This is an optimization exercise on Yosys and OpenROAD, whose aim is small area, not a production implementation. The RTL was checked by simulation tests, not by an equivalence proof against the original design. No activity file was given, so power comes from the tool's default toggle rates.

==> tundra <==
==> flow/design.v <==
`timescale 1ns/10ps
module dcache_top (
    input  logic        CLK,
    input  logic        nRST,
    input  logic        halt_i,
    input  logic        dp_ren_i,
    input  logic        dp_wen_i,
    input  logic [31:0] dp_addr_i,
    input  logic [31:0] dp_store_i,
    output logic        dp_hit_o,
    output logic [31:0] dp_load_o,
    output logic        dp_flushed_o,
    output logic        mem_ren_o,
    output logic        mem_wen_o,
    output logic [31:0] mem_addr_o,
    output logic [31:0] mem_store_o,
    input  logic        mem_dwait_i,
    input  logic [31:0] mem_load_i
);
    localparam logic [2:0] S_LOOK = 3'd0;   
    localparam logic [2:0] S_CHK  = 3'd1;   
    localparam logic [2:0] S_WBX  = 3'd2;   
    localparam logic [2:0] S_TW   = 3'd3;   
    localparam logic [2:0] S_FX   = 3'd4;   
    localparam logic [2:0] S_FWR  = 3'd5;   
    localparam logic [2:0] S_DONE = 3'd6;   
    logic [32*32-1:0] dring;
    logic [16*26-1:0] tring;
    logic [15:0]      xring;   
    logic [7:0]       mring;   
    logic [7:0]       fring;   
    logic [4:0]  pos;
    logic        sweep;    
    logic [2:0]  st;
    logic        fl;       
    logic        wd;       
    logic [3:0]  frm;      
    logic        p1;       
    logic [31:0] buf_q;    
    logic [25:0] tag_q;    
    logic [31:0] dh;
    logic [25:0] th;
    logic        vh, xh, mh, fh;
    logic        req, pt_req, match, hit, pt_frm, pt_tag, last;
    logic        cap, cap_tag, swap, ld, hold, ws, fw, keep, fill_v;
    assign dh = dring[31:0];
    assign th = tring[25:0];
    assign xh = xring[0];
    assign mh = mring[0];
    assign fh = fring[0];
    assign vh = fh || (pos[3] && mh);
    assign req    = (dp_ren_i || dp_wen_i) && !sweep;
    assign pt_req = (pos[4] == dp_addr_i[2]) && (pos[2:0] == dp_addr_i[5:3]);
    assign match  = vh && (th == dp_addr_i[31:6]);
    assign hit    = (st == S_LOOK) && req && pt_req && match;
    assign pt_tag = (pos[3:0] == frm);
    assign pt_frm = (pos[4] == wd) && pt_tag;
    assign last   = (frm == 4'd15);
    assign cap     = (st == S_CHK) && pt_frm;             
    assign cap_tag = (cap && !wd) || ((st == S_TW) && pt_tag);
    assign swap    = cap && !wd && !fl;                   
    assign ld      = (st == S_FX) && !mem_dwait_i;        
    assign hold    = !(cap || ld);
    assign ws      = hit && dp_wen_i;                     
    assign fw      = (st == S_FWR) && pt_frm;             
    assign keep    = !(ws || fw);
    assign fill_v  = fw && wd;
    always_ff @(posedge CLK) begin
        dring <= {((dh & {32{keep}}) | (dp_store_i & {32{ws}}) | (buf_q & {32{fw}})),
                  dring[32*32-1:32]};
        tring <= {((th & {26{!swap}}) | (dp_addr_i[31:6] & {26{swap}})), tring[16*26-1:26]};
        xring <= {(!fill_v && (ws || xh)), xring[15:1]};
        mring <= {((hit || fill_v) ? pos[3] : (mh && !sweep)), mring[7:1]};
        fring <= {((fill_v && !pos[3]) || (fh && !sweep)), fring[7:1]};
        buf_q <= (mem_load_i & {32{ld}}) | (dh & {32{cap}}) | (buf_q & {32{hold}});
    end
    always_ff @(posedge CLK) begin
        if (cap_tag) begin
            tag_q <= th;
        end
    end
    always_ff @(posedge CLK, negedge nRST) begin
        if (!nRST) begin
            pos   <= '0;
            sweep <= 1'b1;
            st    <= S_LOOK;
            fl    <= 1'b0;
            wd    <= 1'b0;
            frm   <= '0;
            p1    <= 1'b0;
        end else begin
            pos <= pos + 5'd1;
            if (pos == 5'd15) sweep <= 1'b0;
            case (st)
                S_LOOK: begin
                    if (!sweep) begin
                        if (halt_i) begin
                            st  <= S_CHK;
                            fl  <= 1'b1;
                            frm <= '0;
                            wd  <= 1'b0;
                        end else if (req && pt_req) begin
                            if (match) begin
                                p1 <= 1'b0;
                            end else if (p1) begin
                                p1  <= 1'b0;
                                frm <= {!mh, dp_addr_i[5:3]};
                                wd  <= 1'b0;
                                st  <= S_CHK;
                            end else begin
                                p1 <= 1'b1;
                            end
                        end else if (!req) begin
                            p1 <= 1'b0;
                        end
                    end
                end
                S_CHK: begin
                    if (pt_frm) begin
                        if (wd || (vh && xh)) begin
                            st <= S_WBX;
                        end else if (fl) begin
                            if (last) st <= S_DONE;
                            else      frm <= frm + 4'd1;
                        end else begin
                            st <= S_TW;
                        end
                    end
                end
                S_WBX: begin
                    if (!mem_dwait_i) begin
                        if (!wd) begin
                            wd <= 1'b1;
                            st <= S_CHK;
                        end else begin
                            wd <= 1'b0;
                            if (fl) begin
                                if (last) begin
                                    st <= S_DONE;
                                end else begin
                                    frm <= frm + 4'd1;
                                    st  <= S_CHK;
                                end
                            end else begin
                                st <= S_TW;
                            end
                        end
                    end
                end
                S_TW: begin
                    if (pt_tag) st <= S_FX;
                end
                S_FX: begin
                    if (!mem_dwait_i) st <= S_FWR;
                end
                S_FWR: begin
                    if (pt_frm) begin
                        if (wd) begin
                            wd <= 1'b0;
                            st <= S_LOOK;
                        end else begin
                            wd <= 1'b1;
                            st <= S_FX;
                        end
                    end
                end
                default: begin
                end
            endcase
        end
    end
    assign dp_hit_o     = hit;
    assign dp_load_o    = dh;
    assign dp_flushed_o = (st == S_DONE);
    assign mem_wen_o    = (st == S_WBX);
    assign mem_ren_o    = (st == S_FX);
    assign mem_addr_o   = {tag_q, frm[2:0], wd, 2'b00};
    assign mem_store_o  = buf_q;
endmodule
==> flow/flow/run.sh <==
#!/bin/bash
# Standard layout with three changes:
#  - after the standard synthesis, its combinational logic is mapped again with an
#    area-oriented ABC script; the registers are left as they are (same instances, names and
#    cell types), see remap.tcl;
#  - the port buffers are the smallest buffer (buf_1) rather than the cell buffer_ports picks
#    on its own; repair_design still resizes them where timing needs it;
#  - clock tree synthesis adds no dummy loads and uses small leaf clusters of clkbuf_4.
# Each tool's output goes to a log file of its own in this folder.
set -euo pipefail
here=$(pwd)
R=$here/orfs/results/sky130hd/dcache_top/base
export BUFFER_PORTS_ARGS="-buffer_cell sky130_fd_sc_hd__buf_1"
export CTS_ARGS="-sink_clustering_enable -repair_clock_nets -dont_use_dummy_load -sink_clustering_size 11 -sink_clustering_max_diameter 35 -buf_list sky130_fd_sc_hd__clkbuf_4"

bash standard.sh synth > make_synth.log 2>&1

export REMAP_LIB=$FLOW_HOME/platforms/sky130hd/lib/sky130_fd_sc_hd__tt_025C_1v80.lib
export REMAP_DONT_USE="$(make -s -C "$FLOW_HOME" DESIGN_CONFIG="$here/config.mk" WORK_HOME="$here/orfs" print-DONT_USE_CELLS 2> make_print.log | sed -n 's/^DONT_USE_CELLS: //p')"
export REMAP_IN=$here/synth_standard.v
export REMAP_OUT=$R/1_2_yosys.v
export REMAP_MODELS=$here/cell_models.v
cp "$R/1_2_yosys.v" "$REMAP_IN"
python3 flow/genmodels.py "$REMAP_LIB" "$REMAP_MODELS" "$REMAP_IN" > genmodels.log 2>&1
yosys -c flow/remap.tcl > yosys_remap.log 2>&1
rm -f "$R/1_synth.odb" "$R/1_synth.sdc"

bash standard.sh > make_finish.log 2>&1
==> flow/flow/genmodels.py <==
# Writes Verilog models of the sky130hd cells: combinational cells as assigns from their liberty
# functions, sequential cells as blackboxes (so their instances, the registers, stay untouched).
import re, sys
lib = open(sys.argv[1]).read()
out = []
pos = 0
cells = [(m.start(), m.group(1)) for m in re.finditer(r'\n\s*cell\s*\(\s*"?(sky130_fd_sc_hd__\w+)"?\s*\)', lib)]
cells.append((len(lib), None))
def conv(f):
    f = f.replace('!', '~').replace('+', '|').replace('*', '&')
    f = re.sub(r'\)\s*\(', ') & (', f)
    f = re.sub(r'(\w)\s+(?=[\w(~])', r'\1 & ', f)   # implicit AND by space
    return f
want = set(re.findall(r'sky130_fd_sc_hd__\w+', open(sys.argv[3]).read())) if len(sys.argv) > 3 else None
for (s, name), (e, _) in zip(cells, cells[1:]):
    if want is not None and name not in want: continue
    body = lib[s:e]
    pins = []
    for m in re.finditer(r'\n\s*pin\s*\(\s*"?(\w+)"?\s*\)\s*\{', body):
        # pin body up to the matching brace
        i = m.end(); depth = 1
        while depth:
            c = body[i]
            depth += (c == '{') - (c == '}')
            i += 1
        pb = body[m.end():i]
        d = re.search(r'direction\s*:\s*"?(\w+)"?', pb)
        f = re.search(r'\n\s*function\s*:\s*"([^"]*)"', pb)
        pins.append((m.group(1), d.group(1) if d else 'input', f.group(1) if f else None))
    seq = re.search(r'\n\s*(ff|latch|statetable)\s*\(', body) is not None
    ports = ", ".join(p for p, _, _ in pins)
    decl = "".join(f"  {'output' if d=='output' else 'input'} {p};\n" for p, d, _ in pins if d in ('input','output'))
    if seq or any(d == 'output' and f is None for p, d, f in pins) or not any(d=='output' for _,d,_ in pins):
        out.append(f"(* blackbox *)\nmodule {name}({ports});\n{decl}endmodule\n")
    else:
        asg = "".join(f"  assign {p} = {conv(f)};\n" for p, d, f in pins if d == 'output')
        out.append(f"module {name}({ports});\n{decl}{asg}endmodule\n")
open(sys.argv[2], 'w').write("".join(out))
==> flow/flow/remap.tcl <==
# Re-maps the combinational logic of the standard synthesis with an area-oriented ABC script
# (two rounds of dc2 rewriting, choice computation, then area mapping with amap). Registers are library-cell instances kept as black boxes, so
# they keep their names and cell types. Reads REMAP_IN, REMAP_MODELS, REMAP_LIB, REMAP_DONT_USE
# and writes REMAP_OUT.
yosys read_verilog $::env(REMAP_MODELS)
yosys read_verilog $::env(REMAP_IN)
yosys hierarchy -top $::env(FLOW_TOP)
yosys flatten -noscopeinfo
yosys hierarchy -top $::env(FLOW_TOP)
yosys read_liberty -lib -ignore_redef $::env(REMAP_LIB)
yosys proc
yosys techmap
yosys opt -fast
set du {}
foreach c $::env(REMAP_DONT_USE) { lappend du -dont_use $c }
yosys abc -liberty $::env(REMAP_LIB) {*}$du -script {+strash;dc2;dc2;dch,-f;amap}
yosys opt_clean -purge
yosys hilomap -singleton -hicell sky130_fd_sc_hd__conb_1 HI -locell sky130_fd_sc_hd__conb_1 LO
yosys splitnets
yosys opt_clean -purge
yosys stat -liberty $::env(REMAP_LIB)
yosys check -assert -mapped
yosys write_verilog -noattr -nohex -nodec $::env(REMAP_OUT)
==> flow/standard.sh <==
#!/bin/bash
# synth_recipe.tcl (not shown) runs the flow's synth.tcl, then flattens the netlist and writes it again
# the make line also repeats each setting of config.mk as NAME=value (left out here)
make -C /OpenROAD-flow-scripts/flow DESIGN_CONFIG=/design/flow/config.mk WORK_HOME=/design/flow/orfs CLKGATE_MAP_FILE= SYNTH_SCRIPT=/design/flow/synth_recipe.tcl "${@:-finish}"
==> flow/config.mk <==
export PLATFORM = sky130hd
export DESIGN_NAME = dcache_top
export DESIGN_NICKNAME = dcache_top
export VERILOG_FILES = /design/flow/design.v
export SDC_FILE = /design/flow/constraint.sdc
export NUM_CORES = 4
export LEC_CHECK = 0
export ABC_AREA = 1
export CAP_MARGIN = 0
export CORE_MARGIN = 2
export CORE_UTILIZATION = 60
export CTS_BUF_LIST = sky130_fd_sc_hd__clkbuf_8
export CTS_CLUSTER_DIAMETER = 50
export CTS_CLUSTER_SIZE = 16
export PLACE_DENSITY = 0.75
export SETUP_SLACK_MARGIN = 0.4
export SLEW_MARGIN = 0
==> flow/constraint.sdc <==
create_clock -name core_clock -period 7.0 [get_ports {CLK}]
set_input_delay 1.4000 -clock core_clock [delete_from_list [all_inputs] [get_ports {CLK}]]
set_output_delay 1.4000 -clock core_clock [all_outputs]
set_load 0.01 [all_outputs]
==> harbor: changes against tundra <==
--- a/flow/design.v
+++ b/flow/design.v
@@ -28,5 +28,5 @@
     logic [16*26-1:0] tring;
+    logic [15:0]      vring;
     logic [15:0]      xring;   
     logic [7:0]       mring;   
-    logic [7:0]       fring;   
     logic [4:0]  pos;
@@ -42,3 +42,3 @@
     logic [25:0] th;
-    logic        vh, xh, mh, fh;
+    logic        vh, xh, mh;
     logic        req, pt_req, match, hit, pt_frm, pt_tag, last;
@@ -47,6 +47,5 @@
     assign th = tring[25:0];
+    assign vh = vring[0];
     assign xh = xring[0];
     assign mh = mring[0];
-    assign fh = fring[0];
-    assign vh = fh || (pos[3] && mh);
     assign req    = (dp_ren_i || dp_wen_i) && !sweep;
@@ -71,5 +70,5 @@
         tring <= {((th & {26{!swap}}) | (dp_addr_i[31:6] & {26{swap}})), tring[16*26-1:26]};
+        vring <= {(fill_v || (vh && !sweep)), vring[15:1]};
         xring <= {(!fill_v && (ws || xh)), xring[15:1]};
-        mring <= {((hit || fill_v) ? pos[3] : (mh && !sweep)), mring[7:1]};
-        fring <= {((fill_v && !pos[3]) || (fh && !sweep)), fring[7:1]};
+        mring <= {(hit ? pos[3] : (mh && !sweep)), mring[7:1]};
         buf_q <= (mem_load_i & {32{ld}}) | (dh & {32{cap}}) | (buf_q & {32{hold}});
==> flow/flow/run.sh (replaced) <==
#!/bin/bash
# Standard layout with two changes:
#  - the port buffers are the smallest buffer (buf_1) rather than the cell buffer_ports picks
#    on its own; repair_design still resizes them where timing needs it;
#  - clock tree synthesis adds no dummy loads (the clock tree is balanced by its buffers only).
set -euo pipefail
export BUFFER_PORTS_ARGS="-buffer_cell sky130_fd_sc_hd__buf_1"
export CTS_ARGS="-sink_clustering_enable -repair_clock_nets -dont_use_dummy_load -sink_clustering_size 10 -sink_clustering_max_diameter 30 -buf_list sky130_fd_sc_hd__clkbuf_4"
bash standard.sh > standard_make.log 2>&1
removed: flow/flow/genmodels.py
removed: flow/flow/remap.tcl
==> pepper: changes against tundra <==
--- a/flow/flow/run.sh
+++ b/flow/flow/run.sh
@@ -2,4 +2,4 @@
 # Standard layout with three changes:
-#  - after the standard synthesis, its combinational logic is mapped again with an
-#    area-oriented ABC script; the registers are left as they are (same instances, names and
+#  - after the standard synthesis, its combinational logic is mapped again with Yosys's default
+#    (area-oriented) ABC script; the registers are left as they are (same instances, names and
 #    cell types), see remap.tcl;
@@ -13,3 +13,3 @@
 export BUFFER_PORTS_ARGS="-buffer_cell sky130_fd_sc_hd__buf_1"
-export CTS_ARGS="-sink_clustering_enable -repair_clock_nets -dont_use_dummy_load -sink_clustering_size 11 -sink_clustering_max_diameter 35 -buf_list sky130_fd_sc_hd__clkbuf_4"
+export CTS_ARGS="-sink_clustering_enable -repair_clock_nets -dont_use_dummy_load -sink_clustering_size 10 -sink_clustering_max_diameter 30 -buf_list sky130_fd_sc_hd__clkbuf_4"
 
--- a/flow/flow/remap.tcl
+++ b/flow/flow/remap.tcl
@@ -1,3 +1,3 @@
-# Re-maps the combinational logic of the standard synthesis with an area-oriented ABC script
-# (two rounds of dc2 rewriting, choice computation, then area mapping with amap). Registers are library-cell instances kept as black boxes, so
+# Re-maps the combinational logic of the standard synthesis with Yosys's default ABC script for
+# liberty mapping (area oriented). Registers are library-cell instances kept as black boxes, so
 # they keep their names and cell types. Reads REMAP_IN, REMAP_MODELS, REMAP_LIB, REMAP_DONT_USE
@@ -15,3 +15,3 @@
 foreach c $::env(REMAP_DONT_USE) { lappend du -dont_use $c }
-yosys abc -liberty $::env(REMAP_LIB) {*}$du -script {+strash;dc2;dc2;dch,-f;amap}
+yosys abc -liberty $::env(REMAP_LIB) {*}$du
 yosys opt_clean -purge
==> comparison table <==
	pepper	tundra	harbor
Final period util	0.659	0.816	0.694
Final cell count without fillers	3,086	3,046	3,348
Max-slew headroom	0.319	0.239	0.223
Bufs and invs on worst path	2	2	6
Critical-path top delay cell	a2111oi_0	or4_1	inv_2
Outcome	finished clean	finished clean	finished clean
Number of CTS-inserted buffers	194	171	195
Data arrival time at the worst-slack endpoint	3.22 ns	4.31 ns	3.46 ns
Antenna violations before repair	4	4	7
Worst reg2reg startpoint	tring[4]$_DFF_P_	tring[18]$_DFF_P_	pos[1]$_DFF_PN0_
Worst VDD drop	0.224 mV	0.202 mV	0.224 mV
Combined area of the multi-input logic cells	2290 um2	1980 um2	2480 um2
PD cells	341 nW/um2	339 nW/um2	359 nW/um2
Total of fill cells in the finished design	3,767	3,832	4,013
Final HPWL from detailed placement	26.5 mm	26.3 mm	32.7 mm
Design Power	0.0126 W	0.0124 W	0.0135 W
Top fanout value on the critical path	3	3	34
Hold path startpoint	dring[635]$_DFF_P_	tring[238]$_DFF_P_	tring[251]$_DFF_P_
Fraction of area in non-clock buffers	0.0215	0.0217	0.0210

==> what the ideal ports hide <==
The flow's constraints put no driver on any port. The routed layouts listed below were extracted and timed again, unchanged, in two steps.
Step 1, drivers: a clkbuf_16 drives CLK and a buf_2 each remaining input, both assumed.
Step 2 times the ports against the registers' clock, not the clock port: input delays grow and output delays shrink by t, the midpoint of the rising clock arrivals with the driver on.
Slacks: ideal / step 1 / step 2; pairs: ideal / step 1.
| run | t (ns) | setup WS [ns] | worst slew at a driven data input, ns |
|---|---|---|---|
| tundra | 0.974 | 1.291 / 1.267 / 1.267 | 0.05 |
| harbor | 1.009 | 2.139 / 2.116 / 2.116 | 0.09 |
| pepper | 0.985 | 2.384 / 2.351 / 2.351 | 0.05 |
After both steps every run listed still meets setup and hold. The setup slack of pepper, which loses most, moves by -0.033 ns with the drivers and by -0.033 ns with both steps.
